This design comes from an exercise in tuning for small area, a short achievable clock period and few clock cycles on the open sky130 flow, not from production work. No run shown here included a check of the RTL's function; only the layout flow was run.

$ cat flow/config.mk
export PLATFORM = sky130hd
export DESIGN_NAME = rtc_fields_to_epoch_seconds_unit
export DESIGN_NICKNAME = rtc_fields_to_epoch_seconds_unit
export VERILOG_FILES = /design/flow/design.v
export SDC_FILE = /design/flow/constraint.sdc
export NUM_CORES = 4
export LEC_CHECK = 0
export CAP_MARGIN = 20
export CORE_MARGIN = 2
export CORE_UTILIZATION = 40
export SLEW_MARGIN = 20
$ cat flow/design.v
package rfes_pkg;
  localparam logic [11:0] EPOCH_YEAR    = 12'd1970;
  localparam logic [11:0] BASE_YEAR     = 12'd2000;
  localparam logic [16:0] SECS_PER_DAY  = 17'd86400;
  localparam logic [16:0] SECS_PER_HOUR = 17'd3600;
  localparam logic [16:0] SECS_PER_MIN  = 17'd60;
  localparam logic [16:0] SECS_PER_SEC  = 17'd1;
  localparam logic [1:0] EPOCH_MOD4   = 2'd2;
  localparam logic [6:0] EPOCH_MOD100 = 7'd70;
  localparam logic [8:0] EPOCH_MOD400 = 9'd370;
  localparam logic CFG_BCD_MODE  = 1'b0;
  localparam logic CFG_TWELVE_HR = 1'b1;
  typedef struct packed {
    logic [7:0] raw_seconds;
    logic [7:0] raw_minutes;
    logic [7:0] raw_hours;
    logic [7:0] raw_monthday;
    logic [7:0] raw_month;
    logic [7:0] raw_year;
  } rfes_in_t;
  typedef struct packed {
    logic [31:0] epoch_seconds;
    logic        field_error;
  } rfes_out_t;
  typedef struct packed {
    logic [7:0] sec;
    logic [7:0] min;
    logic [7:0] hr;
    logic [7:0] day;
    logic [3:0] mon_idx;
    logic       mon_ok;
    logic [7:0] yr;
    logic       err;
  } rfes_dec_t;
  typedef enum logic [3:0] {
    ST_IDLE,
    ST_YEARS,
    ST_DAY,
    ST_MUL_DAY,
    ST_MUL_HR,
    ST_MUL_MIN,
    ST_MUL_SEC,
    ST_LAST,
    ST_OUT
  } rfes_state_t;
  typedef enum logic [3:0] {
    OP_NONE,
    OP_LOAD,
    OP_YEAR,
    OP_MONTH,
    OP_DAY,
    OP_MUL_DAY,
    OP_MUL_HR,
    OP_MUL_MIN,
    OP_MUL_SEC,
    OP_LAST
  } rfes_op_t;
  typedef struct packed {
    rfes_op_t op;
  } rfes_ctrl_t;
  typedef struct packed {
    logic year_done;
  } rfes_stat_t;
  function automatic logic [7:0] bcd_decode(input logic [7:0] b, input logic bcd);
    logic [7:0] hi;
    hi = {4'b0000, b[7:4]};
    if (bcd) begin
      bcd_decode = (hi << 3) + (hi << 1) + {4'b0000, b[3:0]};
    end else begin
      bcd_decode = b;
    end
  endfunction
  function automatic logic [8:0] days_before_month(input logic [3:0] idx);
    case (idx)
      4'd0:    days_before_month = 9'd0;
      4'd1:    days_before_month = 9'd31;
      4'd2:    days_before_month = 9'd59;
      4'd3:    days_before_month = 9'd90;
      4'd4:    days_before_month = 9'd120;
      4'd5:    days_before_month = 9'd151;
      4'd6:    days_before_month = 9'd181;
      4'd7:    days_before_month = 9'd212;
      4'd8:    days_before_month = 9'd243;
      4'd9:    days_before_month = 9'd273;
      4'd10:   days_before_month = 9'd304;
      4'd11:   days_before_month = 9'd334;
      default: days_before_month = 9'd0;
    endcase
  endfunction
  function automatic logic [4:0] month_length(input logic [3:0] idx);
    case (idx)
      4'd1:              month_length = 5'd28;
      4'd3, 4'd5, 4'd8,
      4'd10:             month_length = 5'd30;
      default:           month_length = 5'd31;
    endcase
  endfunction
  function automatic logic [15:0] month_offset(input logic [3:0] mon, input logic leap);
    case ({mon, leap})
      5'd2: month_offset = 16'd10957;
      5'd3: month_offset = 16'd10956;
      5'd4: month_offset = 16'd10988;
      5'd5: month_offset = 16'd10987;
      5'd6: month_offset = 16'd11016;
      5'd7: month_offset = 16'd11016;
      5'd8: month_offset = 16'd11047;
      5'd9: month_offset = 16'd11047;
      5'd10: month_offset = 16'd11077;
      5'd11: month_offset = 16'd11077;
      5'd12: month_offset = 16'd11108;
      5'd13: month_offset = 16'd11108;
      5'd14: month_offset = 16'd11138;
      5'd15: month_offset = 16'd11138;
      5'd16: month_offset = 16'd11169;
      5'd17: month_offset = 16'd11169;
      5'd18: month_offset = 16'd11200;
      5'd19: month_offset = 16'd11200;
      5'd20: month_offset = 16'd11230;
      5'd21: month_offset = 16'd11230;
      5'd22: month_offset = 16'd11261;
      5'd23: month_offset = 16'd11261;
      5'd24: month_offset = 16'd11291;
      5'd25: month_offset = 16'd11291;
      default: month_offset = 16'd0;
    endcase
  endfunction
  function automatic logic bcd_gt59(input logic [7:0] b);
    bcd_gt59 = (b[7:4] > 4'd5) || ((b[7:4] == 4'd5) && (b[3:0] > 4'd9));
  endfunction
  function automatic logic bcd_gt23(input logic [7:0] b);
    bcd_gt23 = (b[7:4] > 4'd2) || ((b[7:4] == 4'd2) && (b[3:0] > 4'd3)) ||
               ((b[7:4] == 4'd1) && (b[3:0] > 4'd13));
  endfunction
  function automatic logic bcd_gt99(input logic [7:0] b);
    bcd_gt99 = (b[7:4] > 4'd9) || ((b[7:4] == 4'd9) && (b[3:0] > 4'd9));
  endfunction
  function automatic logic bcd_bad_1_12(input logic [6:0] b);
    bcd_bad_1_12 = (b[6:4] > 3'd1) || ((b[6:4] == 3'd1) && (b[3:0] > 4'd2)) ||
                   ((b[6:4] == 3'd0) && ((b[3:0] == 4'd0) || (b[3:0] > 4'd12)));
  endfunction
endpackage
module rtc_fields_to_epoch_seconds_unit (
  input  logic      clk,
  input  logic      rst,
  input  logic      start,
  output logic      busy,
  input  rfes_pkg::rfes_in_t  fields,
  output logic      done,
  output rfes_pkg::rfes_out_t result,
  input  logic      cfg_write,
  input  logic      cfg_index,
  input  logic      cfg_data
);
  logic        bcd_mode;
  logic        twelve_hour_mode;
  always_ff @(posedge clk) begin
    if (rst) begin
      bcd_mode         <= 1'b1;
      twelve_hour_mode <= 1'b0;
    end else if (cfg_write) begin
      case (cfg_index)
        rfes_pkg::CFG_BCD_MODE:  bcd_mode         <= cfg_data;
        rfes_pkg::CFG_TWELVE_HR: twelve_hour_mode <= cfg_data;
        default:       bcd_mode         <= bcd_mode;
      endcase
    end
  end
  assign busy = 1'b0;
  logic [5:0]  sec6;
  logic [5:0]  min6;
  logic [4:0]  hv5;
  logic [5:0]  day6;
  logic [6:0]  yr7;
  logic [3:0]  mon4;
  logic [4:0]  hr5;
  logic [3:0]  h12;
  logic        leap;
  logic [4:0]  mlen;
  logic        err_sec, err_min, err_hr, err_day, err_mon, err_yr, err_all;
  logic t0;
  logic t1;
  logic t2;
  logic t3;
  logic t4;
  logic t5;
  logic t6;
  logic t7;
  logic t8;
  logic t9;
  logic t10;
  logic t11;
  logic t12;
  logic t13;
  logic t14;
  logic t15;
  logic t16;
  logic t17;
  logic t18;
  logic t19;
  logic t20;
  logic t21;
  logic t22;
  logic t23;
  logic t24;
  logic t25;
  logic t26;
  logic t27;
  logic t28;
  logic t29;
  logic t30;
  logic t31;
  logic t32;
  logic t33;
  logic t34;
  logic t35;
  logic t36;
  logic t37;
  logic t38;
  logic t39;
  logic t40;
  logic t41;
  logic t42;
  logic t43;
  logic t44;
  logic t45;
  logic t46;
  logic t47;
  logic t48;
  logic t49;
  logic t50;
  logic t51;
  logic t52;
  logic t53;
  logic t54;
  logic t55;
  logic t56;
  logic t57;
  logic t58;
  logic t59;
  logic t60;
  logic t61;
  logic t62;
  logic t63;
  logic t64;
  logic t65;
  logic t66;
  logic t67;
  logic t68;
  logic t69;
  logic t70;
  logic t71;
  logic t72;
  logic t73;
  logic t74;
  logic t75;
  logic t76;
  logic t77;
  logic t78;
  logic t79;
  logic t80;
  logic t81;
  logic t82;
  logic t83;
  logic t84;
  logic t85;
  logic t86;
  logic t87;
  logic t88;
  logic t89;
  logic t90;
  logic t91;
  logic t92;
  logic t93;
  logic t94;
  logic t95;
  logic t96;
  logic t97;
  logic t98;
  logic t99;
  logic t100;
  logic t101;
  logic t102;
  logic t103;
  logic t104;
  logic t105;
  logic t106;
  logic t107;
  logic t108;
  logic t109;
  logic t110;
  logic t111;
  logic t112;
  logic t113;
  logic t114;
  logic t115;
  logic t116;
  logic t117;
  logic t118;
  logic t119;
  logic t120;
  logic t121;
  logic t122;
  logic t123;
  logic t124;
  logic t125;
  logic t126;
  logic t127;
  logic t128;
  logic t129;
  logic t130;
  logic t131;
  logic t132;
  logic t133;
  logic t134;
  logic t135;
  logic t136;
  logic t137;
  logic t138;
  logic t139;
  logic t140;
  logic t141;
  logic t142;
  logic t143;
  logic t144;
  logic t145;
  logic t146;
  logic t147;
  logic t148;
  logic t149;
  logic t150;
  logic t151;
  logic t152;
  logic t153;
  logic t154;
  logic t155;
  logic t156;
  logic t157;
  logic t158;
  logic t159;
  logic t160;
  logic t161;
  logic t162;
  logic t163;
  logic t164;
  logic t165;
  logic t166;
  assign t0 = bcd_mode & fields.raw_seconds[4];
  assign t1 = bcd_mode & fields.raw_seconds[5];
  assign t2 = bcd_mode ? fields.raw_seconds[6] : fields.raw_seconds[4];
  assign t3 = ~bcd_mode & fields.raw_seconds[5];
  assign t4 = ~bcd_mode & fields.raw_seconds[6];
  assign t5 = fields.raw_seconds[3] ^ fields.raw_seconds[4];
  assign t6 = fields.raw_seconds[3] & fields.raw_seconds[4];
  assign t7 = fields.raw_seconds[5] ^ t3;
  assign t8 = fields.raw_seconds[5] & t3;
  assign t9 = fields.raw_seconds[6] ^ t4;
  assign t10 = fields.raw_seconds[6] & t4;
  assign t11 = fields.raw_seconds[1] ^ t0;
  assign t12 = fields.raw_seconds[2] ^ t1;
  assign t13 = t2 ^ t5;
  assign t14 = t7 ^ t6;
  assign t15 = t9 ^ t8;
  assign t16 = fields.raw_seconds[1] & t0;
  assign t17 = fields.raw_seconds[2] & t1;
  assign t18 = t2 & t5;
  assign t19 = t7 & t6;
  assign t20 = t9 & t8;
  assign t21 = t17 | (t12 & t16);
  assign t22 = t12 & t11;
  assign t23 = t19 | (t14 & t18);
  assign t24 = t14 & t13;
  assign t25 = t18 | (t13 & t21);
  assign t26 = t13 & t22;
  assign t27 = t23 | (t24 & t21);
  assign t28 = t24 & t22;
  assign t29 = t20 | (t15 & t27);
  assign t30 = t12 ^ t16;
  assign t31 = t13 ^ t21;
  assign t32 = t14 ^ t25;
  assign t33 = t15 ^ t27;
  assign t34 = bcd_mode & fields.raw_minutes[4];
  assign t35 = bcd_mode & fields.raw_minutes[5];
  assign t36 = bcd_mode ? fields.raw_minutes[6] : fields.raw_minutes[4];
  assign t37 = ~bcd_mode & fields.raw_minutes[5];
  assign t38 = ~bcd_mode & fields.raw_minutes[6];
  assign t39 = fields.raw_minutes[3] ^ fields.raw_minutes[4];
  assign t40 = fields.raw_minutes[3] & fields.raw_minutes[4];
  assign t41 = fields.raw_minutes[5] ^ t37;
  assign t42 = fields.raw_minutes[5] & t37;
  assign t43 = fields.raw_minutes[6] ^ t38;
  assign t44 = fields.raw_minutes[6] & t38;
  assign t45 = fields.raw_minutes[1] ^ t34;
  assign t46 = fields.raw_minutes[2] ^ t35;
  assign t47 = t36 ^ t39;
  assign t48 = t41 ^ t40;
  assign t49 = t43 ^ t42;
  assign t50 = fields.raw_minutes[1] & t34;
  assign t51 = fields.raw_minutes[2] & t35;
  assign t52 = t36 & t39;
  assign t53 = t41 & t40;
  assign t54 = t43 & t42;
  assign t55 = t51 | (t46 & t50);
  assign t56 = t46 & t45;
  assign t57 = t53 | (t48 & t52);
  assign t58 = t48 & t47;
  assign t59 = t52 | (t47 & t55);
  assign t60 = t47 & t56;
  assign t61 = t57 | (t58 & t55);
  assign t62 = t58 & t56;
  assign t63 = t54 | (t49 & t61);
  assign t64 = t46 ^ t50;
  assign t65 = t47 ^ t55;
  assign t66 = t48 ^ t59;
  assign t67 = t49 ^ t61;
  assign t68 = bcd_mode & fields.raw_hours[4];
  assign t69 = bcd_mode & fields.raw_hours[5];
  assign t70 = ~bcd_mode & fields.raw_hours[4];
  assign t71 = ~bcd_mode & fields.raw_hours[5];
  assign t72 = fields.raw_hours[3] ^ fields.raw_hours[4];
  assign t73 = fields.raw_hours[3] & fields.raw_hours[4];
  assign t74 = fields.raw_hours[5] ^ t71;
  assign t75 = fields.raw_hours[5] & t71;
  assign t76 = fields.raw_hours[1] ^ t68;
  assign t77 = fields.raw_hours[2] ^ t69;
  assign t78 = t70 ^ t72;
  assign t79 = t74 ^ t73;
  assign t80 = fields.raw_hours[1] & t68;
  assign t81 = fields.raw_hours[2] & t69;
  assign t82 = t70 & t72;
  assign t83 = t74 & t73;
  assign t84 = t81 | (t77 & t80);
  assign t85 = t77 & t76;
  assign t86 = t83 | (t79 & t82);
  assign t87 = t82 | (t78 & t84);
  assign t88 = t78 & t85;
  assign t89 = t86 | (t79 & t84);
  assign t90 = t77 ^ t80;
  assign t91 = t78 ^ t84;
  assign t92 = t79 ^ t87;
  assign t93 = bcd_mode & fields.raw_monthday[4];
  assign t94 = bcd_mode & fields.raw_monthday[5];
  assign t95 = ~bcd_mode & fields.raw_monthday[4];
  assign t96 = ~bcd_mode & fields.raw_monthday[5];
  assign t97 = fields.raw_monthday[3] ^ fields.raw_monthday[4];
  assign t98 = fields.raw_monthday[3] & fields.raw_monthday[4];
  assign t99 = fields.raw_monthday[5] ^ t96;
  assign t100 = fields.raw_monthday[5] & t96;
  assign t101 = fields.raw_monthday[1] ^ t93;
  assign t102 = fields.raw_monthday[2] ^ t94;
  assign t103 = t95 ^ t97;
  assign t104 = t99 ^ t98;
  assign t105 = t100 ^ 1'b0;
  assign t106 = fields.raw_monthday[1] & t93;
  assign t107 = fields.raw_monthday[2] & t94;
  assign t108 = t95 & t97;
  assign t109 = t99 & t98;
  assign t110 = t100 & 1'b0;
  assign t111 = t107 | (t102 & t106);
  assign t112 = t102 & t101;
  assign t113 = t109 | (t104 & t108);
  assign t114 = t104 & t103;
  assign t115 = t108 | (t103 & t111);
  assign t116 = t103 & t112;
  assign t117 = t113 | (t114 & t111);
  assign t118 = t114 & t112;
  assign t119 = t110 | (t105 & t117);
  assign t120 = t102 ^ t106;
  assign t121 = t103 ^ t111;
  assign t122 = t104 ^ t115;
  assign t123 = t105 ^ t117;
  assign t124 = bcd_mode & fields.raw_year[4];
  assign t125 = bcd_mode & fields.raw_year[5];
  assign t126 = bcd_mode ? fields.raw_year[6] : fields.raw_year[4];
  assign t127 = bcd_mode ? fields.raw_year[7] : fields.raw_year[5];
  assign t128 = ~bcd_mode & fields.raw_year[6];
  assign t129 = ~bcd_mode & fields.raw_year[7];
  assign t130 = fields.raw_year[3] ^ fields.raw_year[4];
  assign t131 = fields.raw_year[3] & fields.raw_year[4];
  assign t132 = fields.raw_year[5] ^ t127;
  assign t133 = fields.raw_year[5] & t127;
  assign t134 = fields.raw_year[6] ^ t128;
  assign t135 = fields.raw_year[6] & t128;
  assign t136 = fields.raw_year[7] ^ t129;
  assign t137 = fields.raw_year[7] & t129;
  assign t138 = fields.raw_year[1] ^ t124;
  assign t139 = fields.raw_year[2] ^ t125;
  assign t140 = t126 ^ t130;
  assign t141 = t132 ^ t131;
  assign t142 = t134 ^ t133;
  assign t143 = t136 ^ t135;
  assign t144 = fields.raw_year[1] & t124;
  assign t145 = fields.raw_year[2] & t125;
  assign t146 = t126 & t130;
  assign t147 = t132 & t131;
  assign t148 = t134 & t133;
  assign t149 = t136 & t135;
  assign t150 = t145 | (t139 & t144);
  assign t151 = t139 & t138;
  assign t152 = t147 | (t141 & t146);
  assign t153 = t141 & t140;
  assign t154 = t149 | (t143 & t148);
  assign t155 = t146 | (t140 & t150);
  assign t156 = t140 & t151;
  assign t157 = t152 | (t153 & t150);
  assign t158 = t153 & t151;
  assign t159 = t148 | (t142 & t157);
  assign t160 = t142 & t158;
  assign t161 = t154 | (t143 & t157);
  assign t162 = t139 ^ t144;
  assign t163 = t140 ^ t150;
  assign t164 = t141 ^ t155;
  assign t165 = t142 ^ t157;
  assign t166 = t143 ^ t159;
  assign sec6 = {t33, t32, t31, t30, t11, fields.raw_seconds[0]};
  assign min6 = {t67, t66, t65, t64, t45, fields.raw_minutes[0]};
  assign hv5 = {t92, t91, t90, t76, fields.raw_hours[0]};
  assign day6 = {t123, t122, t121, t120, t101, fields.raw_monthday[0]};
  assign yr7 = {t166, t165, t164, t163, t162, t138, fields.raw_year[0]};
  always_comb begin
    err_sec = bcd_mode ? rfes_pkg::bcd_gt59(fields.raw_seconds) : (fields.raw_seconds > 8'd59);
    err_min = bcd_mode ? rfes_pkg::bcd_gt59(fields.raw_minutes) : (fields.raw_minutes > 8'd59);
    if (twelve_hour_mode) begin
      err_hr = bcd_mode ? rfes_pkg::bcd_bad_1_12(fields.raw_hours[6:0]) :
                          ((fields.raw_hours[6:0] == 7'd0) || (fields.raw_hours[6:0] > 7'd12));
    end else begin
      err_hr = bcd_mode ? rfes_pkg::bcd_gt23(fields.raw_hours) : (fields.raw_hours > 8'd23);
    end
    err_mon = bcd_mode ? rfes_pkg::bcd_bad_1_12(fields.raw_month[6:0]) || fields.raw_month[7] :
                         ((fields.raw_month == 8'd0) || (fields.raw_month > 8'd12));
    err_yr  = bcd_mode ? rfes_pkg::bcd_gt99(fields.raw_year) : (fields.raw_year > 8'd99);
  end
  always_comb begin
    mon4 = fields.raw_month[3:0] + ((bcd_mode && fields.raw_month[4]) ? 4'd10 : 4'd0);
    h12  = (hv5[3:0] == 4'd12) ? 4'd0 : hv5[3:0];
    if (twelve_hour_mode) begin
      hr5 = fields.raw_hours[7] ? {1'b0, h12} + 5'd12 : {1'b0, h12};
    end else begin
      hr5 = hv5;
    end
    leap = (yr7[1:0] == 2'b00);
    mlen = rfes_pkg::month_length(mon4 - 4'd1);
    if ((mon4 == 4'd2) && leap) begin
      mlen = 5'd29;
    end
    err_day = (fields.raw_monthday[7:6] != 2'd0) || (day6 == 6'd0) || (day6 > {1'b0, mlen});
    err_all = err_sec || err_min || err_hr || err_day || err_mon || err_yr;
  end
  logic        v_q;
  logic        err_q;
  logic [4:0]  q_q;
  logic [1:0]  r_q;
  logic [3:0]  mon_q;
  logic [4:0]  day_q;
  logic [4:0]  hr_q;
  logic [5:0]  min_q;
  logic [5:0]  sec_q;
  always_ff @(posedge clk) begin
    if (rst) begin
      v_q <= 1'b0;
    end else begin
      v_q <= start;
    end
  end
  always_ff @(posedge clk) begin
    err_q <= err_all;
    q_q   <= yr7[6:2];
    r_q   <= yr7[1:0];
    mon_q <= mon4;
    day_q <= day6[4:0];
    hr_q  <= hr5;
    min_q <= min6;
    sec_q <= sec6;
  end
  logic [31:0] tab;
  logic [31:0] epoch;
  always_comb begin
    case ({mon_q, r_q})
      6'd4: tab = 32'd676164100;
      6'd5: tab = 32'd676250500;
      6'd6: tab = 32'd676250500;
      6'd7: tab = 32'd676250500;
      6'd8: tab = 32'd678842500;
      6'd9: tab = 32'd678928900;
      6'd10: tab = 32'd678928900;
      6'd11: tab = 32'd678928900;
      6'd12: tab = 32'd681348100;
      6'd13: tab = 32'd681348100;
      6'd14: tab = 32'd681348100;
      6'd15: tab = 32'd681348100;
      6'd16: tab = 32'd684026500;
      6'd17: tab = 32'd684026500;
      6'd18: tab = 32'd684026500;
      6'd19: tab = 32'd684026500;
      6'd20: tab = 32'd686618500;
      6'd21: tab = 32'd686618500;
      6'd22: tab = 32'd686618500;
      6'd23: tab = 32'd686618500;
      6'd24: tab = 32'd689296900;
      6'd25: tab = 32'd689296900;
      6'd26: tab = 32'd689296900;
      6'd27: tab = 32'd689296900;
      6'd28: tab = 32'd691888900;
      6'd29: tab = 32'd691888900;
      6'd30: tab = 32'd691888900;
      6'd31: tab = 32'd691888900;
      6'd32: tab = 32'd694567300;
      6'd33: tab = 32'd694567300;
      6'd34: tab = 32'd694567300;
      6'd35: tab = 32'd694567300;
      6'd36: tab = 32'd697245700;
      6'd37: tab = 32'd697245700;
      6'd38: tab = 32'd697245700;
      6'd39: tab = 32'd697245700;
      6'd40: tab = 32'd699837700;
      6'd41: tab = 32'd699837700;
      6'd42: tab = 32'd699837700;
      6'd43: tab = 32'd699837700;
      6'd44: tab = 32'd702516100;
      6'd45: tab = 32'd702516100;
      6'd46: tab = 32'd702516100;
      6'd47: tab = 32'd702516100;
      6'd48: tab = 32'd705108100;
      6'd49: tab = 32'd705108100;
      6'd50: tab = 32'd705108100;
      6'd51: tab = 32'd705108100;
      default: tab = 32'd0;
    endcase
  end
  logic t167;
  logic t168;
  logic t169;
  logic t170;
  logic t171;
  logic t172;
  logic t173;
  logic t174;
  logic t175;
  logic t176;
  logic t177;
  logic t178;
  logic t179;
  logic t180;
  logic t181;
  logic t182;
  logic t183;
  logic t184;
  logic t185;
  logic t186;
  logic t187;
  logic t188;
  logic t189;
  logic t190;
  logic t191;
  logic t192;
  logic t193;
  logic t194;
  logic t195;
  logic t196;
  logic t197;
  logic t198;
  logic t199;
  logic t200;
  logic t201;
  logic t202;
  logic t203;
  logic t204;
  logic t205;
  logic t206;
  logic t207;
  logic t208;
  logic t209;
  logic t210;
  logic t211;
  logic t212;
  logic t213;
  logic t214;
  logic t215;
  logic t216;
  logic t217;
  logic t218;
  logic t219;
  logic t220;
  logic t221;
  logic t222;
  logic t223;
  logic t224;
  logic t225;
  logic t226;
  logic t227;
  logic t228;
  logic t229;
  logic t230;
  logic t231;
  logic t232;
  logic t233;
  logic t234;
  logic t235;
  logic t236;
  logic t237;
  logic t238;
  logic t239;
  logic t240;
  logic t241;
  logic t242;
  logic t243;
  logic t244;
  logic t245;
  logic t246;
  logic t247;
  logic t248;
  logic t249;
  logic t250;
  logic t251;
  logic t252;
  logic t253;
  logic t254;
  logic t255;
  logic t256;
  logic t257;
  logic t258;
  logic t259;
  logic t260;
  logic t261;
  logic t262;
  logic t263;
  logic t264;
  logic t265;
  logic t266;
  logic t267;
  logic t268;
  logic t269;
  logic t270;
  logic t271;
  logic t272;
  logic t273;
  logic t274;
  logic t275;
  logic t276;
  logic t277;
  logic t278;
  logic t279;
  logic t280;
  logic t281;
  logic t282;
  logic t283;
  logic t284;
  logic t285;
  logic t286;
  logic t287;
  logic t288;
  logic t289;
  logic t290;
  logic t291;
  logic t292;
  logic t293;
  logic t294;
  logic t295;
  logic t296;
  logic t297;
  logic t298;
  logic t299;
  logic t300;
  logic t301;
  logic t302;
  logic t303;
  logic t304;
  logic t305;
  logic t306;
  logic t307;
  logic t308;
  logic t309;
  logic t310;
  logic t311;
  logic t312;
  logic t313;
  logic t314;
  logic t315;
  logic t316;
  logic t317;
  logic t318;
  logic t319;
  logic t320;
  logic t321;
  logic t322;
  logic t323;
  logic t324;
  logic t325;
  logic t326;
  logic t327;
  logic t328;
  logic t329;
  logic t330;
  logic t331;
  logic t332;
  logic t333;
  logic t334;
  logic t335;
  logic t336;
  logic t337;
  logic t338;
  logic t339;
  logic t340;
  logic t341;
  logic t342;
  logic t343;
  logic t344;
  logic t345;
  logic t346;
  logic t347;
  logic t348;
  logic t349;
  logic t350;
  logic t351;
  logic t352;
  logic t353;
  logic t354;
  logic t355;
  logic t356;
  logic t357;
  logic t358;
  logic t359;
  logic t360;
  logic t361;
  logic t362;
  logic t363;
  logic t364;
  logic t365;
  logic t366;
  logic t367;
  logic t368;
  logic t369;
  logic t370;
  logic t371;
  logic t372;
  logic t373;
  logic t374;
  logic t375;
  logic t376;
  logic t377;
  logic t378;
  logic t379;
  logic t380;
  logic t381;
  logic t382;
  logic t383;
  logic t384;
  logic t385;
  logic t386;
  logic t387;
  logic t388;
  logic t389;
  logic t390;
  logic t391;
  logic t392;
  logic t393;
  logic t394;
  logic t395;
  logic t396;
  logic t397;
  logic t398;
  logic t399;
  logic t400;
  logic t401;
  logic t402;
  logic t403;
  logic t404;
  logic t405;
  logic t406;
  logic t407;
  logic t408;
  logic t409;
  logic t410;
  logic t411;
  logic t412;
  logic t413;
  logic t414;
  logic t415;
  logic t416;
  logic t417;
  logic t418;
  logic t419;
  logic t420;
  logic t421;
  logic t422;
  logic t423;
  logic t424;
  logic t425;
  logic t426;
  logic t427;
  logic t428;
  logic t429;
  logic t430;
  logic t431;
  logic t432;
  logic t433;
  logic t434;
  logic t435;
  logic t436;
  logic t437;
  logic t438;
  logic t439;
  logic t440;
  logic t441;
  logic t442;
  logic t443;
  logic t444;
  logic t445;
  logic t446;
  logic t447;
  logic t448;
  logic t449;
  logic t450;
  logic t451;
  logic t452;
  logic t453;
  logic t454;
  logic t455;
  logic t456;
  logic t457;
  logic t458;
  logic t459;
  logic t460;
  logic t461;
  logic t462;
  logic t463;
  logic t464;
  logic t465;
  logic t466;
  logic t467;
  logic t468;
  logic t469;
  logic t470;
  logic t471;
  logic t472;
  logic t473;
  logic t474;
  logic t475;
  logic t476;
  logic t477;
  logic t478;
  logic t479;
  logic t480;
  logic t481;
  logic t482;
  logic t483;
  logic t484;
  logic t485;
  logic t486;
  logic t487;
  logic t488;
  logic t489;
  logic t490;
  logic t491;
  logic t492;
  logic t493;
  logic t494;
  logic t495;
  logic t496;
  logic t497;
  logic t498;
  logic t499;
  logic t500;
  logic t501;
  logic t502;
  logic t503;
  logic t504;
  logic t505;
  logic t506;
  logic t507;
  logic t508;
  logic t509;
  logic t510;
  logic t511;
  logic t512;
  logic t513;
  logic t514;
  logic t515;
  logic t516;
  logic t517;
  logic t518;
  logic t519;
  logic t520;
  logic t521;
  logic t522;
  logic t523;
  logic t524;
  logic t525;
  logic t526;
  logic t527;
  logic t528;
  logic t529;
  logic t530;
  logic t531;
  logic t532;
  logic t533;
  logic t534;
  logic t535;
  logic t536;
  logic t537;
  logic t538;
  logic t539;
  logic t540;
  logic t541;
  logic t542;
  logic t543;
  logic t544;
  logic t545;
  logic t546;
  logic t547;
  logic t548;
  logic t549;
  logic t550;
  logic t551;
  logic t552;
  logic t553;
  assign t167 = ~q_q[0] ^ day_q[0];
  assign t168 = ~q_q[0] & day_q[0];
  assign t169 = ~q_q[1] ^ day_q[1] ^ day_q[0];
  assign t170 = (~q_q[1] & day_q[1]) | (day_q[0] & (~q_q[1] ^ day_q[1]));
  assign t171 = ~q_q[2] ^ day_q[2];
  assign t172 = ~q_q[2] & day_q[2];
  assign t173 = ~q_q[3] ^ day_q[3] ^ day_q[2];
  assign t174 = (~q_q[3] & day_q[3]) | (day_q[2] & (~q_q[3] ^ day_q[3]));
  assign t175 = ~q_q[4] ^ day_q[4] ^ day_q[3];
  assign t176 = (~q_q[4] & day_q[4]) | (day_q[3] & (~q_q[4] ^ day_q[4]));
  assign t177 = day_q[4] ^ day_q[0];
  assign t178 = day_q[4] & day_q[0];
  assign t179 = q_q[0] ^ day_q[1];
  assign t180 = q_q[0] & day_q[1];
  assign t181 = q_q[1] ^ day_q[2];
  assign t182 = q_q[1] & day_q[2];
  assign t183 = q_q[2] ^ day_q[3];
  assign t184 = q_q[2] & day_q[3];
  assign t185 = q_q[3] ^ day_q[4] ^ day_q[2];
  assign t186 = (q_q[3] & day_q[4]) | (day_q[2] & (q_q[3] ^ day_q[4]));
  assign t187 = q_q[4] ^ ~q_q[0];
  assign t188 = q_q[4] & ~q_q[0];
  assign t189 = hr_q[3] ^ ~min_q[5] ^ min_q[1];
  assign t190 = (hr_q[3] & ~min_q[5]) | (min_q[1] & (hr_q[3] ^ ~min_q[5]));
  assign t191 = hr_q[4] ^ min_q[2] ^ ~r_q[1];
  assign t192 = (hr_q[4] & min_q[2]) | (~r_q[1] & (hr_q[4] ^ min_q[2]));
  assign t193 = tab[8] ^ t168;
  assign t194 = tab[8] & t168;
  assign t195 = day_q[1] ^ ~hr_q[0] ^ min_q[3];
  assign t196 = (day_q[1] & ~hr_q[0]) | (min_q[3] & (day_q[1] ^ ~hr_q[0]));
  assign t197 = tab[9] ^ t171 ^ t170;
  assign t198 = (tab[9] & t171) | (t170 & (tab[9] ^ t171));
  assign t199 = ~hr_q[1] ^ min_q[4] ^ r_q[0];
  assign t200 = (~hr_q[1] & min_q[4]) | (r_q[0] & (~hr_q[1] ^ min_q[4]));
  assign t201 = tab[10] ^ t172 ^ t173;
  assign t202 = (tab[10] & t172) | (t173 & (tab[10] ^ t172));
  assign t203 = ~hr_q[2] ^ min_q[5] ^ r_q[1];
  assign t204 = (~hr_q[2] & min_q[5]) | (r_q[1] & (~hr_q[2] ^ min_q[5]));
  assign t205 = tab[11] ^ t175 ^ t174;
  assign t206 = (tab[11] & t175) | (t174 & (tab[11] ^ t175));
  assign t207 = ~hr_q[3] ^ hr_q[0] ^ ~r_q[0];
  assign t208 = (~hr_q[3] & hr_q[0]) | (~r_q[0] & (~hr_q[3] ^ hr_q[0]));
  assign t209 = tab[12] ^ t177 ^ t176;
  assign t210 = (tab[12] & t177) | (t176 & (tab[12] ^ t177));
  assign t211 = ~hr_q[4] ^ hr_q[1] ^ ~r_q[1];
  assign t212 = (~hr_q[4] & hr_q[1]) | (~r_q[1] & (~hr_q[4] ^ hr_q[1]));
  assign t213 = tab[13] ^ t179 ^ t178;
  assign t214 = (tab[13] & t179) | (t178 & (tab[13] ^ t179));
  assign t215 = day_q[0] ^ hr_q[2] ^ r_q[0];
  assign t216 = (day_q[0] & hr_q[2]) | (r_q[0] & (day_q[0] ^ hr_q[2]));
  assign t217 = tab[14] ^ t181 ^ t180;
  assign t218 = (tab[14] & t181) | (t180 & (tab[14] ^ t181));
  assign t219 = day_q[1] ^ hr_q[3] ^ r_q[1];
  assign t220 = (day_q[1] & hr_q[3]) | (r_q[1] & (day_q[1] ^ hr_q[3]));
  assign t221 = tab[15] ^ t183 ^ t182;
  assign t222 = (tab[15] & t183) | (t182 & (tab[15] ^ t183));
  assign t223 = day_q[0] ^ hr_q[4] ^ r_q[0];
  assign t224 = (day_q[0] & hr_q[4]) | (r_q[0] & (day_q[0] ^ hr_q[4]));
  assign t225 = tab[16] ^ t184 ^ t185;
  assign t226 = (tab[16] & t184) | (t185 & (tab[16] ^ t184));
  assign t227 = day_q[3] ^ day_q[1] ^ r_q[1];
  assign t228 = (day_q[3] & day_q[1]) | (r_q[1] & (day_q[3] ^ day_q[1]));
  assign t229 = tab[17] ^ t187 ^ t186;
  assign t230 = (tab[17] & t187) | (t186 & (tab[17] ^ t187));
  assign t231 = ~q_q[1] ^ day_q[4] ^ day_q[2];
  assign t232 = (~q_q[1] & day_q[4]) | (day_q[2] & (~q_q[1] ^ day_q[4]));
  assign t233 = 1'b1 ^ t188;
  assign t234 = 1'b1 & t188;
  assign t235 = ~q_q[2] ^ q_q[0] ^ day_q[3];
  assign t236 = (~q_q[2] & q_q[0]) | (day_q[3] & (~q_q[2] ^ q_q[0]));
  assign t237 = ~q_q[3] ^ q_q[1];
  assign t238 = ~q_q[3] & q_q[1];
  assign t239 = ~q_q[4] ^ q_q[2];
  assign t240 = ~q_q[4] & q_q[2];
  assign t241 = ~r_q[0] ^ tab[7];
  assign t242 = ~r_q[0] & tab[7];
  assign t243 = t169 ^ t191 ^ t190;
  assign t244 = (t169 & t191) | (t190 & (t169 ^ t191));
  assign t245 = t195 ^ t192 ^ t194;
  assign t246 = (t195 & t192) | (t194 & (t195 ^ t192));
  assign t247 = t199 ^ t196 ^ t201;
  assign t248 = (t199 & t196) | (t201 & (t199 ^ t196));
  assign t249 = t203 ^ t200 ^ t205;
  assign t250 = (t203 & t200) | (t205 & (t203 ^ t200));
  assign t251 = t207 ^ t204 ^ t209;
  assign t252 = (t207 & t204) | (t209 & (t207 ^ t204));
  assign t253 = t211 ^ t208 ^ t213;
  assign t254 = (t211 & t208) | (t213 & (t211 ^ t208));
  assign t255 = t215 ^ t212 ^ t217;
  assign t256 = (t215 & t212) | (t217 & (t215 ^ t212));
  assign t257 = t219 ^ t216 ^ t221;
  assign t258 = (t219 & t216) | (t221 & (t219 ^ t216));
  assign t259 = t223 ^ t220 ^ t222;
  assign t260 = (t223 & t220) | (t222 & (t223 ^ t220));
  assign t261 = t227 ^ t224 ^ t229;
  assign t262 = (t227 & t224) | (t229 & (t227 ^ t224));
  assign t263 = t231 ^ t228 ^ t233;
  assign t264 = (t231 & t228) | (t233 & (t231 ^ t228));
  assign t265 = tab[19] ^ t235 ^ t232;
  assign t266 = (tab[19] & t235) | (t232 & (tab[19] ^ t235));
  assign t267 = day_q[4] ^ tab[20] ^ t237;
  assign t268 = (day_q[4] & tab[20]) | (t237 & (day_q[4] ^ tab[20]));
  assign t269 = ~r_q[0] ^ tab[21] ^ t239;
  assign t270 = (~r_q[0] & tab[21]) | (t239 & (~r_q[0] ^ tab[21]));
  assign t271 = q_q[3] ^ ~r_q[1] ^ tab[22];
  assign t272 = (q_q[3] & ~r_q[1]) | (tab[22] & (q_q[3] ^ ~r_q[1]));
  assign t273 = q_q[4] ^ ~q_q[0];
  assign t274 = q_q[4] & ~q_q[0];
  assign t275 = ~min_q[0] ^ sec_q[2];
  assign t276 = ~min_q[0] & sec_q[2];
  assign t277 = ~min_q[1] ^ sec_q[3];
  assign t278 = ~min_q[1] & sec_q[3];
  assign t279 = hr_q[0] ^ ~min_q[2] ^ sec_q[4];
  assign t280 = (hr_q[0] & ~min_q[2]) | (sec_q[4] & (hr_q[0] ^ ~min_q[2]));
  assign t281 = hr_q[1] ^ ~min_q[3] ^ sec_q[5];
  assign t282 = (hr_q[1] & ~min_q[3]) | (sec_q[5] & (hr_q[1] ^ ~min_q[3]));
  assign t283 = hr_q[2] ^ ~min_q[4] ^ min_q[0];
  assign t284 = (hr_q[2] & ~min_q[4]) | (min_q[0] & (hr_q[2] ^ ~min_q[4]));
  assign t285 = t167 ^ t241 ^ t189;
  assign t286 = (t167 & t241) | (t189 & (t167 ^ t241));
  assign t287 = t242 ^ t193 ^ t243;
  assign t288 = (t242 & t193) | (t243 & (t242 ^ t193));
  assign t289 = t197 ^ t244 ^ t245;
  assign t290 = (t197 & t244) | (t245 & (t197 ^ t244));
  assign t291 = t198 ^ t246 ^ t247;
  assign t292 = (t198 & t246) | (t247 & (t198 ^ t246));
  assign t293 = t202 ^ t249 ^ t248;
  assign t294 = (t202 & t249) | (t248 & (t202 ^ t249));
  assign t295 = t206 ^ t251 ^ t250;
  assign t296 = (t206 & t251) | (t250 & (t206 ^ t251));
  assign t297 = t210 ^ t253 ^ t252;
  assign t298 = (t210 & t253) | (t252 & (t210 ^ t253));
  assign t299 = t214 ^ t255 ^ t254;
  assign t300 = (t214 & t255) | (t254 & (t214 ^ t255));
  assign t301 = t218 ^ t257 ^ t256;
  assign t302 = (t218 & t257) | (t256 & (t218 ^ t257));
  assign t303 = t225 ^ t259 ^ t258;
  assign t304 = (t225 & t259) | (t258 & (t225 ^ t259));
  assign t305 = t226 ^ t260 ^ t261;
  assign t306 = (t226 & t260) | (t261 & (t226 ^ t260));
  assign t307 = t230 ^ t263 ^ t262;
  assign t308 = (t230 & t263) | (t262 & (t230 ^ t263));
  assign t309 = t234 ^ t265 ^ t264;
  assign t310 = (t234 & t265) | (t264 & (t234 ^ t265));
  assign t311 = t236 ^ t267 ^ t266;
  assign t312 = (t236 & t267) | (t266 & (t236 ^ t267));
  assign t313 = t238 ^ t269 ^ t268;
  assign t314 = (t238 & t269) | (t268 & (t238 ^ t269));
  assign t315 = t240 ^ t271 ^ t270;
  assign t316 = (t240 & t271) | (t270 & (t240 ^ t271));
  assign t317 = tab[23] ^ t273 ^ t272;
  assign t318 = (tab[23] & t273) | (t272 & (tab[23] ^ t273));
  assign t319 = ~q_q[1] ^ tab[24] ^ t274;
  assign t320 = (~q_q[1] & tab[24]) | (t274 & (~q_q[1] ^ tab[24]));
  assign t321 = ~q_q[2] ^ r_q[0] ^ tab[25];
  assign t322 = (~q_q[2] & r_q[0]) | (tab[25] & (~q_q[2] ^ r_q[0]));
  assign t323 = ~q_q[3] ^ r_q[1];
  assign t324 = ~q_q[3] & r_q[1];
  assign t325 = ~q_q[4] ^ q_q[0] ^ 1'b1;
  assign t326 = (~q_q[4] & q_q[0]) | (1'b1 & (~q_q[4] ^ q_q[0]));
  assign t327 = 1'b1 ^ t275;
  assign t328 = t277 ^ t276;
  assign t329 = t279 ^ t278;
  assign t330 = t281 ^ t280;
  assign t331 = t283 ^ t282;
  assign t332 = t285 ^ t284;
  assign t333 = t287 ^ t286;
  assign t334 = t289 ^ t288;
  assign t335 = t291 ^ t290;
  assign t336 = t293 ^ t292;
  assign t337 = t295 ^ t294;
  assign t338 = t297 ^ t296;
  assign t339 = t299 ^ t298;
  assign t340 = t301 ^ t300;
  assign t341 = t303 ^ t302;
  assign t342 = t305 ^ t304;
  assign t343 = t307 ^ t306;
  assign t344 = t309 ^ t308;
  assign t345 = t311 ^ t310;
  assign t346 = t313 ^ t312;
  assign t347 = t315 ^ t314;
  assign t348 = t317 ^ t316;
  assign t349 = t319 ^ t318;
  assign t350 = t321 ^ t320;
  assign t351 = t323 ^ t322;
  assign t352 = t325 ^ t324;
  assign t353 = q_q[1] ^ t326;
  assign t354 = q_q[2] ^ 1'b1;
  assign t355 = q_q[3] ^ 1'b0;
  assign t356 = q_q[4] ^ 1'b0;
  assign t357 = 1'b1 & t275;
  assign t358 = t277 & t276;
  assign t359 = t279 & t278;
  assign t360 = t281 & t280;
  assign t361 = t283 & t282;
  assign t362 = t285 & t284;
  assign t363 = t287 & t286;
  assign t364 = t289 & t288;
  assign t365 = t291 & t290;
  assign t366 = t293 & t292;
  assign t367 = t295 & t294;
  assign t368 = t297 & t296;
  assign t369 = t299 & t298;
  assign t370 = t301 & t300;
  assign t371 = t303 & t302;
  assign t372 = t305 & t304;
  assign t373 = t307 & t306;
  assign t374 = t309 & t308;
  assign t375 = t311 & t310;
  assign t376 = t313 & t312;
  assign t377 = t315 & t314;
  assign t378 = t317 & t316;
  assign t379 = t319 & t318;
  assign t380 = t321 & t320;
  assign t381 = t323 & t322;
  assign t382 = t325 & t324;
  assign t383 = q_q[1] & t326;
  assign t384 = q_q[2] & 1'b1;
  assign t385 = q_q[3] & 1'b0;
  assign t386 = q_q[4] & 1'b0;
  assign t387 = t358 | (t328 & t357);
  assign t388 = t328 & t327;
  assign t389 = t360 | (t330 & t359);
  assign t390 = t330 & t329;
  assign t391 = t362 | (t332 & t361);
  assign t392 = t332 & t331;
  assign t393 = t364 | (t334 & t363);
  assign t394 = t334 & t333;
  assign t395 = t366 | (t336 & t365);
  assign t396 = t336 & t335;
  assign t397 = t368 | (t338 & t367);
  assign t398 = t338 & t337;
  assign t399 = t370 | (t340 & t369);
  assign t400 = t340 & t339;
  assign t401 = t372 | (t342 & t371);
  assign t402 = t342 & t341;
  assign t403 = t374 | (t344 & t373);
  assign t404 = t344 & t343;
  assign t405 = t376 | (t346 & t375);
  assign t406 = t346 & t345;
  assign t407 = t378 | (t348 & t377);
  assign t408 = t348 & t347;
  assign t409 = t380 | (t350 & t379);
  assign t410 = t350 & t349;
  assign t411 = t382 | (t352 & t381);
  assign t412 = t352 & t351;
  assign t413 = t384 | (t354 & t383);
  assign t414 = t354 & t353;
  assign t415 = t386 | (t356 & t385);
  assign t416 = t359 | (t329 & t387);
  assign t417 = t329 & t388;
  assign t418 = t389 | (t390 & t387);
  assign t419 = t390 & t388;
  assign t420 = t363 | (t333 & t391);
  assign t421 = t333 & t392;
  assign t422 = t393 | (t394 & t391);
  assign t423 = t394 & t392;
  assign t424 = t367 | (t337 & t395);
  assign t425 = t337 & t396;
  assign t426 = t397 | (t398 & t395);
  assign t427 = t398 & t396;
  assign t428 = t371 | (t341 & t399);
  assign t429 = t341 & t400;
  assign t430 = t401 | (t402 & t399);
  assign t431 = t402 & t400;
  assign t432 = t375 | (t345 & t403);
  assign t433 = t345 & t404;
  assign t434 = t405 | (t406 & t403);
  assign t435 = t406 & t404;
  assign t436 = t379 | (t349 & t407);
  assign t437 = t349 & t408;
  assign t438 = t409 | (t410 & t407);
  assign t439 = t410 & t408;
  assign t440 = t383 | (t353 & t411);
  assign t441 = t353 & t412;
  assign t442 = t413 | (t414 & t411);
  assign t443 = t414 & t412;
  assign t444 = t361 | (t331 & t418);
  assign t445 = t331 & t419;
  assign t446 = t391 | (t392 & t418);
  assign t447 = t392 & t419;
  assign t448 = t420 | (t421 & t418);
  assign t449 = t421 & t419;
  assign t450 = t422 | (t423 & t418);
  assign t451 = t423 & t419;
  assign t452 = t369 | (t339 & t426);
  assign t453 = t339 & t427;
  assign t454 = t399 | (t400 & t426);
  assign t455 = t400 & t427;
  assign t456 = t428 | (t429 & t426);
  assign t457 = t429 & t427;
  assign t458 = t430 | (t431 & t426);
  assign t459 = t431 & t427;
  assign t460 = t377 | (t347 & t434);
  assign t461 = t347 & t435;
  assign t462 = t407 | (t408 & t434);
  assign t463 = t408 & t435;
  assign t464 = t436 | (t437 & t434);
  assign t465 = t437 & t435;
  assign t466 = t438 | (t439 & t434);
  assign t467 = t439 & t435;
  assign t468 = t385 | (t355 & t442);
  assign t469 = t355 & t443;
  assign t470 = t415 | (t356 & t442);
  assign t471 = t365 | (t335 & t450);
  assign t472 = t335 & t451;
  assign t473 = t395 | (t396 & t450);
  assign t474 = t396 & t451;
  assign t475 = t424 | (t425 & t450);
  assign t476 = t425 & t451;
  assign t477 = t426 | (t427 & t450);
  assign t478 = t427 & t451;
  assign t479 = t452 | (t453 & t450);
  assign t480 = t453 & t451;
  assign t481 = t454 | (t455 & t450);
  assign t482 = t455 & t451;
  assign t483 = t456 | (t457 & t450);
  assign t484 = t457 & t451;
  assign t485 = t458 | (t459 & t450);
  assign t486 = t459 & t451;
  assign t487 = t381 | (t351 & t466);
  assign t488 = t351 & t467;
  assign t489 = t411 | (t412 & t466);
  assign t490 = t412 & t467;
  assign t491 = t440 | (t441 & t466);
  assign t492 = t441 & t467;
  assign t493 = t442 | (t443 & t466);
  assign t494 = t443 & t467;
  assign t495 = t468 | (t469 & t466);
  assign t496 = t469 & t467;
  assign t497 = t470 | (t356 & t466);
  assign t498 = t373 | (t343 & t485);
  assign t499 = t343 & t486;
  assign t500 = t403 | (t404 & t485);
  assign t501 = t404 & t486;
  assign t502 = t432 | (t433 & t485);
  assign t503 = t433 & t486;
  assign t504 = t434 | (t435 & t485);
  assign t505 = t435 & t486;
  assign t506 = t460 | (t461 & t485);
  assign t507 = t461 & t486;
  assign t508 = t462 | (t463 & t485);
  assign t509 = t463 & t486;
  assign t510 = t464 | (t465 & t485);
  assign t511 = t465 & t486;
  assign t512 = t466 | (t467 & t485);
  assign t513 = t467 & t486;
  assign t514 = t487 | (t488 & t485);
  assign t515 = t488 & t486;
  assign t516 = t489 | (t490 & t485);
  assign t517 = t490 & t486;
  assign t518 = t491 | (t492 & t485);
  assign t519 = t492 & t486;
  assign t520 = t493 | (t494 & t485);
  assign t521 = t494 & t486;
  assign t522 = t495 | (t496 & t485);
  assign t523 = t496 & t486;
  assign t524 = t497 | (t356 & t485);
  assign t525 = t328 ^ t357;
  assign t526 = t329 ^ t387;
  assign t527 = t330 ^ t416;
  assign t528 = t331 ^ t418;
  assign t529 = t332 ^ t444;
  assign t530 = t333 ^ t446;
  assign t531 = t334 ^ t448;
  assign t532 = t335 ^ t450;
  assign t533 = t336 ^ t471;
  assign t534 = t337 ^ t473;
  assign t535 = t338 ^ t475;
  assign t536 = t339 ^ t477;
  assign t537 = t340 ^ t479;
  assign t538 = t341 ^ t481;
  assign t539 = t342 ^ t483;
  assign t540 = t343 ^ t485;
  assign t541 = t344 ^ t498;
  assign t542 = t345 ^ t500;
  assign t543 = t346 ^ t502;
  assign t544 = t347 ^ t504;
  assign t545 = t348 ^ t506;
  assign t546 = t349 ^ t508;
  assign t547 = t350 ^ t510;
  assign t548 = t351 ^ t512;
  assign t549 = t352 ^ t514;
  assign t550 = t353 ^ t516;
  assign t551 = t354 ^ t518;
  assign t552 = t355 ^ t520;
  assign t553 = t356 ^ t522;
  assign epoch = {t553, t552, t551, t550, t549, t548, t547, t546, t545, t544, t543, t542, t541, t540, t539, t538, t537, t536, t535, t534, t533, t532, t531, t530, t529, t528, t527, t526, t525, t327, sec_q[1], sec_q[0]};
  logic        v2_q;
  logic [32:0] res_q;
  always_ff @(posedge clk) begin
    if (rst) begin
      v2_q <= 1'b0;
    end else begin
      v2_q <= v_q;
    end
  end
  always_ff @(posedge clk) begin
    res_q <= {epoch, err_q};
  end
  assign done   = v2_q;
  assign result = res_q;
endmodule
$ cat flow/run.sh
#!/bin/bash
# synth_recipe.tcl (not shown) runs the flow's synth.tcl, then flattens the netlist and writes it again
# the make line also repeats each setting of config.mk as NAME=value (left out here)
make -C /OpenROAD-flow-scripts/flow DESIGN_CONFIG=/design/flow/config.mk WORK_HOME=/design/flow/orfs CLKGATE_MAP_FILE= SYNTH_SCRIPT=/design/flow/synth_recipe.tcl finish
$ cat flow/constraint.sdc
create_clock -name core_clock -period 8.0 [get_ports {clk}]
set_input_delay 1.6000 -clock core_clock [delete_from_list [all_inputs] [get_ports {clk}]]
set_output_delay 1.6000 -clock core_clock [all_outputs]
set_load 0.01 [all_outputs]
==> impl_metrics.yaml, run 1 <==
synthesis:
  async_flop_share_pct: 0
  synth_top_flop_cell: "dfxtp_1"
  synth_fp_nets: 913
  yosys_warnings: 1
  synth_edf_count: 0
  synth_cells: 703
  synth_seq_cells: 85
  syn_avg_cell_area_sq_um: 9.52
  synth.distinct_cells: 57
  synth_seq_area_share_pct: 25.4
  netlist_area_sq_um: 6690
cts:
  cts-root-buf: "clkbuf_16"
  clk_latency_ns: 0.34
  cts_tree: "done"
  cts_resized: 0
  cts.path.max_buffers: 2
  cts_setup_buffers: 0
  cts.htree.levels: 3
  cts_hold_buf: 0
  clk_pin_slew_worst_paths_ns: 0.06
  cts_made_buffers: 9
  clock-sinks: 85
grt:
  gr-usage-met3_pct: 2.97
  grt_util_met1_pct: 23.8
  grt_pass1_wl_um: 24500
  overflow: 0
  antenna_found_initial: 0
  top_usage_layer: "met2"
  grt_pass1_vias: 4917
  grt_max_degree: 30
  globalRouteMet2Util_pct: 28.4
  track_usage_pct: 17.6
place:
  io_buffers: 87
  gp_congestion: 0.839
  hpwl_um: 12700
  post-place-ws_ns: 2.40
layout:
  nNetsFinal: 1000
  area_growth_pct: 21.4
  antenna_cells: 0
  final_layout_size_suffix_gt1_share_pct: 3.77
drt:
  drtIter0Drc: 248
  drc: 0
  wire_per_inst_um: 14.6
  vias_per_cell: 4.77
  dr.pass1.iters: 5
  antenna_left: 0
  via_count: 4842
  wl_um: 14800
floorplanning:
  die_h_um: 133
  initial_core_util_pct: 40.6
  design.die.area_sq_um: 17800
  num_rows: 47
  io_pins: 89
  fp.dieW_um: 133
  design.core.area_sq_um: 16500
worst_setup_path:
  crit_slowest_cell: "ha_1"
  cp-end-kind: "flip-flop"
  critPathLaunchType: "input port"
  crit_arrival_ns: 5.43
  critPathRequiredTime_ns: 8.21
  critPathMostFrequentCell: "ha_1"
  path_class: "in -> reg"
  cp_slowest_stage_delay_ns: 0.78
  worstPathMaxFanout: 26
  cp_cell_sequence: "clkdlybuf4s50_1 > nand2_1 > inv_1 > ha_1 > ha_1 > clkinv_1 > ha_1 > o31ai_1 > ha_1 > a21oi_1 > a2111oi_0 > a2111oi_0 > nand4_1"
sta:
  finalSetupViolations: 0
  drv_slew: 0
  hold_violations: 0
  slew_headroom_pct: 44.7
  rsz0062_at_grt: "no"
  setup_slack_ns: 2.78
  worst_pin_slew_ns: 0.825
  finClkSkew_ns: 0.00857
  fin_crit_ns: 5.22
  setup_tns_ns: 0
  fin_crit_sh_pct: 65.3
  fmax_ghz: 0.191
run:
  maxCapViolCount: 0
worst_hold_path:
  min_path_type: "reg -> reg"
outcome:
  outcome: "finished clean"
-- cell usage after synthesis, drive strengths merged (2+ instances only) --
cell type	number	area (sq um)
a2111oi	3	26.3
a211oi	6	60.1
a21o	10	75.1
a21oi	37	189
a31oi	4	31.3
and2	10	62.6
and3	2	12.5
buf	4	21.3
clkbuf	9	33.8
dfxtp	85	1700
fa	79	1580
ha	77	963
inv	158	593
mux2i	5	50.1
nand2	39	146
nand2b	3	18.8
nand3	9	45.0
nand3b	2	15.0
nand4	5	31.3
nor2	27	101
nor2b	9	56.3
nor3	9	50.1
nor4	4	25.0
o211ai	7	52.6
o21a	2	15.0
o21ai	33	165
o22ai	2	12.5
o31ai	5	37.5
o41ai	3	41.3
or3	3	18.8
or4	2	15.0
xnor2	25	226
xor2	10	87.6
-- critical path: cells and delay by family --
kind | cells | cell delay (ns)
adder cells (fa/ha/maj) | 4 | 1.65
buffers and inverters | 3 | 1.00
AO/OA/AOI/OAI | 4 | 0.84
AND/OR/NAND/NOR | 2 | 0.33
-- final timing paths --
kind / cells past startpoint / start / slack, ns / end
max: 13 / fields[12] / 2.78 / err_q
min: 0 / err_q / 0.33 / res_q[0]
max reg2reg: 16 / day_q[3] / 3.15 / res_q[20]
min reg2reg: 0 / err_q / 0.33 / res_q[0]
-- logic make-up (layout without fill, tap and decap cells) --
group | Yosys count | after routing | share of synthesized area [%]
compound gates | 123 | 123 | 12.0
xor+xnor | 35 | 35 | 4.69
fa+ha+maj | 156 | 156 | 38.0
buf+inv | 172 | 264 | 9.74
flops | 85 | 85 | 25.4
mux | 5 | 5 | 0.748
other cells | 1 | 1 | 0.0560
simple gates | 126 | 126 | 9.29
-- area by class of cell --
cell class	instances	area, sq um
Timing Repair Buffer	89	886
Clock buffer	9	225
Multi-Input combinational cell	446	4340
Clock inverter	7	97.6
Inverter	159	597
Fill cell	1574	8350
Tap cell	220	275
Sequential cell	85	1700
-- layout by cell type (no fill, tap or decap), types with 3 or more instances in the layout --
cell               n
nor2b_1            9
o211ai_1           7
xnor2_1           24
nand2_1           39
nand2b_1           3
fa_1              79
nand3_1            9
or3_1              3
xor2_1            10
a211oi_2           3
o21ai_1            3
nor4_1             4
a21o_1            10
mux2i_1            5
nor3_1             8
o31ai_1            5
inv_1            158
ha_1              77
nand4_1            5
o21ai_0           30
and2_1            10
a31oi_1            3
nor2_1            27
dfxtp_1           85
a21oi_1           36
a2111oi_0          3
a211oi_1           3
clkdlybuf4s50_1   87
clkbuf_16          9
-- per-layer routing --
metal | share of wire [%] | up-vias
met5 | 0 | -
met4 | 2.0 | 0
met3 | 5.0 | 18
met2 | 47 | 117
met1 | 46 | 2276
li1 | - | 2431
-- state kept, by name, indices dropped and copies added (netlist names) --
signal,cells
twelve_hour_mode,1
res_q,33
tab,18
err_q,1
q_q,5
sec_q,6
hr_q,5
r_q,2
v_q,1
v2_q,1
bcd_mode,1
day_q,5
min_q,6
-- through the flow --
step | cell area (sq um) | instances | hold slack (ns) | util (%)
final | 8120 | 1015 | 0.329 | 49.3
after CTS | 8120 | 1015 | 0.332 | 49.3
after detailed placement | 7800 | 999 | 0.314 | 47.4
after global placement | 7800 | 999 | 0.315 | 47.4
after global routing | 8120 | 1015 | 0.337 | 49.3
after floorplan | 6690 | 703 | 0.310 | -
==> run 2: changes to the inputs <==
--- a/flow/design.v
+++ b/flow/design.v
@@ -574,54 +574,20 @@
   logic [31:0] tab;
   logic [31:0] epoch;
+  logic        leap_q;
+  assign leap_q = (r_q == 2'd0);
   always_comb begin
-    case ({mon_q, r_q})
-      6'd4: tab = 32'd676164100;
-      6'd5: tab = 32'd676250500;
-      6'd6: tab = 32'd676250500;
-      6'd7: tab = 32'd676250500;
-      6'd8: tab = 32'd678842500;
-      6'd9: tab = 32'd678928900;
-      6'd10: tab = 32'd678928900;
-      6'd11: tab = 32'd678928900;
-      6'd12: tab = 32'd681348100;
-      6'd13: tab = 32'd681348100;
-      6'd14: tab = 32'd681348100;
-      6'd15: tab = 32'd681348100;
-      6'd16: tab = 32'd684026500;
-      6'd17: tab = 32'd684026500;
-      6'd18: tab = 32'd684026500;
-      6'd19: tab = 32'd684026500;
-      6'd20: tab = 32'd686618500;
-      6'd21: tab = 32'd686618500;
-      6'd22: tab = 32'd686618500;
-      6'd23: tab = 32'd686618500;
-      6'd24: tab = 32'd689296900;
-      6'd25: tab = 32'd689296900;
-      6'd26: tab = 32'd689296900;
-      6'd27: tab = 32'd689296900;
-      6'd28: tab = 32'd691888900;
-      6'd29: tab = 32'd691888900;
-      6'd30: tab = 32'd691888900;
-      6'd31: tab = 32'd691888900;
-      6'd32: tab = 32'd694567300;
-      6'd33: tab = 32'd694567300;
-      6'd34: tab = 32'd694567300;
-      6'd35: tab = 32'd694567300;
-      6'd36: tab = 32'd697245700;
-      6'd37: tab = 32'd697245700;
-      6'd38: tab = 32'd697245700;
-      6'd39: tab = 32'd697245700;
-      6'd40: tab = 32'd699837700;
-      6'd41: tab = 32'd699837700;
-      6'd42: tab = 32'd699837700;
-      6'd43: tab = 32'd699837700;
-      6'd44: tab = 32'd702516100;
-      6'd45: tab = 32'd702516100;
-      6'd46: tab = 32'd702516100;
-      6'd47: tab = 32'd702516100;
-      6'd48: tab = 32'd705108100;
-      6'd49: tab = 32'd705108100;
-      6'd50: tab = 32'd705108100;
-      6'd51: tab = 32'd705108100;
+    case (mon_q)
+      4'd1: tab = leap_q ? 32'd676164100 : 32'd676250500;
+      4'd2: tab = leap_q ? 32'd678842500 : 32'd678928900;
+      4'd3: tab = 32'd681348100;
+      4'd4: tab = 32'd684026500;
+      4'd5: tab = 32'd686618500;
+      4'd6: tab = 32'd689296900;
+      4'd7: tab = 32'd691888900;
+      4'd8: tab = 32'd694567300;
+      4'd9: tab = 32'd697245700;
+      4'd10: tab = 32'd699837700;
+      4'd11: tab = 32'd702516100;
+      4'd12: tab = 32'd705108100;
       default: tab = 32'd0;
     endcase
==> impl_metrics.yaml, run 2 <==
synthesis:
  synth_seq_cells: 71
  synth_top_flop_cell: "dfxtp_1"
  synth_cells: 680
  synth_edf_count: 0
  async_flop_share_pct: 0
  yosysMostFrequentCell: "inv_1"
  synthSimpleGateAreaFrac_pct: 12.3
  synth_seq_area_share_pct: 22.3
  muxShareOfSynthArea_pct: 1.59
  synth_top_area_share_pct: 24.8
  synth_top_family_by_area: "adder cells"
  synth_commonest_cells: "inv_1, fa_1, dfxtp_1, ha_1, nand2_1"
  netlist_area_sq_um: 6380
  synth_area_leader_cell: "fa_1"
  yosys_warnings: 1
  syn_avg_cell_area_sq_um: 9.39
  synth.area.top_cells: "fa_1, dfxtp_1, ha_1, inv_1, xnor2_1"
  synth_fa_ha_area_share_pct: 37.7
  synth_compound_gate_area_share_pct: 13.1
  synth.distinct_cells: 69
  synth_fp_nets: 878
  synth_xor_area_share_pct: 3.98
worst_setup_path:
  cp-end-kind: "flip-flop"
  critPathLaunchType: "flip-flop"
  path_class: "reg -> reg"
  cp_slowest_stage_delay_ns: 0.75
  worstPathMaxFanout: 21
  cp_cell_sequence: "inv_1 > nor2_1 > o21ai_0 > nand2_1 > a21oi_1 > fa_1 > inv_1 > fa_1 > inv_1 > fa_1 > ha_1 > and4_4 > nand3_2 > a211oi_4 > o21bai_2 > nand2_1 > inv_1 > fa_1 > xnor2_1"
  critPathRequiredTime_ns: 8.23
  crit_arrival_ns: 5.40
  crit_slowest_cell: "dfxtp_1"
layout:
  largest_reg_flops: 33
  top_register: "res_q"
  mostFrequentLayoutCell: "inv_1"
  final_layout_size_suffix_gt1_share_pct: 4.16
  area_growth_pct: 21.6
  antenna_cells: 0
  nNetsFinal: 962
  final_cell_mix: "inv_1, clkdlybuf4s50_1, fa_1"
  final_util_pct: 49.4
sta:
  finalSetupViolations: 0
  rsz0062_at_grt: "no"
  drv_slew: 0
  fmax_ghz: 0.194
  hold_violations: 0
  finClkSkew_ns: 0.0113
  setup_tns_ns: 0
  worst_pin_slew_ns: 1.03
  slew_headroom_pct: 30.9
  fin_crit_ns: 5.17
  fin_crit_sh_pct: 64.6
grt:
  globalRouteMet2Util_pct: 30.3
  overflow: 0
  antenna_found_initial: 0
  gr-usage-met3_pct: 3.90
  grt_pass1_vias: 5018
  grt_max_degree: 29
  top_usage_layer: "met2"
  grt_util_met1_pct: 24.5
  track_usage_pct: 18.5
  grt_pass1_wl_um: 24400
floorplanning:
  fp.dieW_um: 130
  io_pins: 89
  design.die.area_sq_um: 17000
  design.core.area_sq_um: 15700
  die_h_um: 130
  num_rows: 46
  initial_core_util_pct: 40.6
drt:
  antenna_left: 0
  dr.pass1.iters: 4
  drtIter0Drc: 213
  drc: 0
  wl_um: 14400
  via_count: 4794
  vias_per_cell: 4.87
  wire_per_inst_um: 14.7
outcome:
  outcome: "finished clean"
cts:
  cts.path.max_buffers: 2
  clk_pin_slew_worst_paths_ns: 0.06
  cts_tree: "done"
  clk_latency_ns: 0.35
  cts.htree.levels: 3
  cts_made_buffers: 9
  cts-root-buf: "clkbuf_16"
  clock-sinks: 71
  cts_hold_buf: 0
  cts_resized: 0
  cts_setup_buffers: 0
place:
  gp_congestion: 0.940
  hpwl_um: 12300
  io_buffers: 87
run:
  maxCapViolCount: 0
worst_hold_path:
  min_path_type: "reg -> reg"
run 2: changes by cell type after synthesis, moves of 5 or more:
| cell | before | now |
|---|---|---|
| inv_1 | 158 | 138 |
| dfxtp_1 | 85 | 71 |
| ha_1 | 77 | 65 |
| nor2_1 | 27 | 37 |
| o21ai_0 | 30 | 24 |
| o21a_1 | 2 | 7 |
run 2: layer usage:
metal	vias to the layer above	share of wire [%]
li1	2382	-
met1	2247	47
met2	141	46
met3	24	4.7
met4	0	2.2
met5	-	0
run 2: worst paths after layout:
path                  from   endpoint  slack [ns]  depth (start not counted)
setup / recovery  mon_q[1]  res_q[20]        2.83                         19
hold / removal    sec_q[1]   res_q[2]        0.33                          0
setup reg to reg  mon_q[1]  res_q[20]        2.83                         19
hold reg to reg   sec_q[1]   res_q[2]        0.33                          0
run 2: cells by family (layout without fill, tap and decap cells):
kind of cell,after synthesis,in the layout
buffers and inverters,152,241
and+or+nand+nor,151,151
adders and majority gates,145,145
AOI/OAI and AO/OA,121,121
DFF,71,71
xor gates and xnor gates,29,29
muxes,10,10
other,1,1
run 2: layout make-up:
| cell class | count | area [sq um] |
|---|---|---|
| Clock buffer | 10 | 229 |
| Clock inverter | 6 | 68.8 |
| Fill cell | 1463 | 7950 |
| Inverter | 138 | 518 |
| Multi-Input combinational cell | 457 | 4390 |
| Sequential cell | 71 | 1420 |
| Tap cell | 216 | 270 |
| Timing Repair Buffer | 87 | 871 |
run 2: worst max-delay path, delay by kind of cell (launching register included):
kind	cells	cell delay, ns
adder cells (fa/ha/maj)	5	2.24
XOR/XNOR	1	0.13
AND/OR/NAND/NOR	5	0.87
AO/OA/AOI/OAI	4	0.60
flip-flops	1	0.75
buffers and inverters	4	0.48
run 2: per-stage QoR:
stage	cell area (sq um)	worst slack, ns	std cells	hold WS (ns)
3_3_place_gp	7470	3.01	969	0.318
6_report	7760	2.83	985	0.327
5_1_grt	7760	2.52	985	0.344
2_1_floorplan	6380	3.48	680	0.310
4_1_cts	7760	2.92	985	0.331
3_5_place_dp	7470	2.91	969	0.314

==> afterwards: timing with drivers on the ports <==
No port has a modelled driver above. Below, the same layouts with a new extraction and two added sets of constraints. Step 1 assumes that a clkbuf_16 drives the clock port and a buf_2 every other input. Step 2 times the ports against the registers' clock, not the clock port: input delays grow and output delays shrink by t, the midpoint of the rising clock arrivals with the driver on. a / b / c = no drivers / after step 1 / after step 2; a / b = the first two.
run | shift t [ns] | slack for setup (ns) | worst setup path after step 2 | latest minus earliest clock arrival (ns) | cell pins on the clock port's net
run 1 | 0.378 | 2.777 / 2.797 / 2.419 | input to register | 0.010 / 0.010 | 1
run 2 | 0.384 | 2.834 / 2.834 / 2.834 | register to register | 0.011 / 0.012 | 1
After both steps setup and hold are still met in every run listed. The setup slack of run 1, which loses most, moves by +0.020 ns with the drivers and by -0.358 ns with both steps.
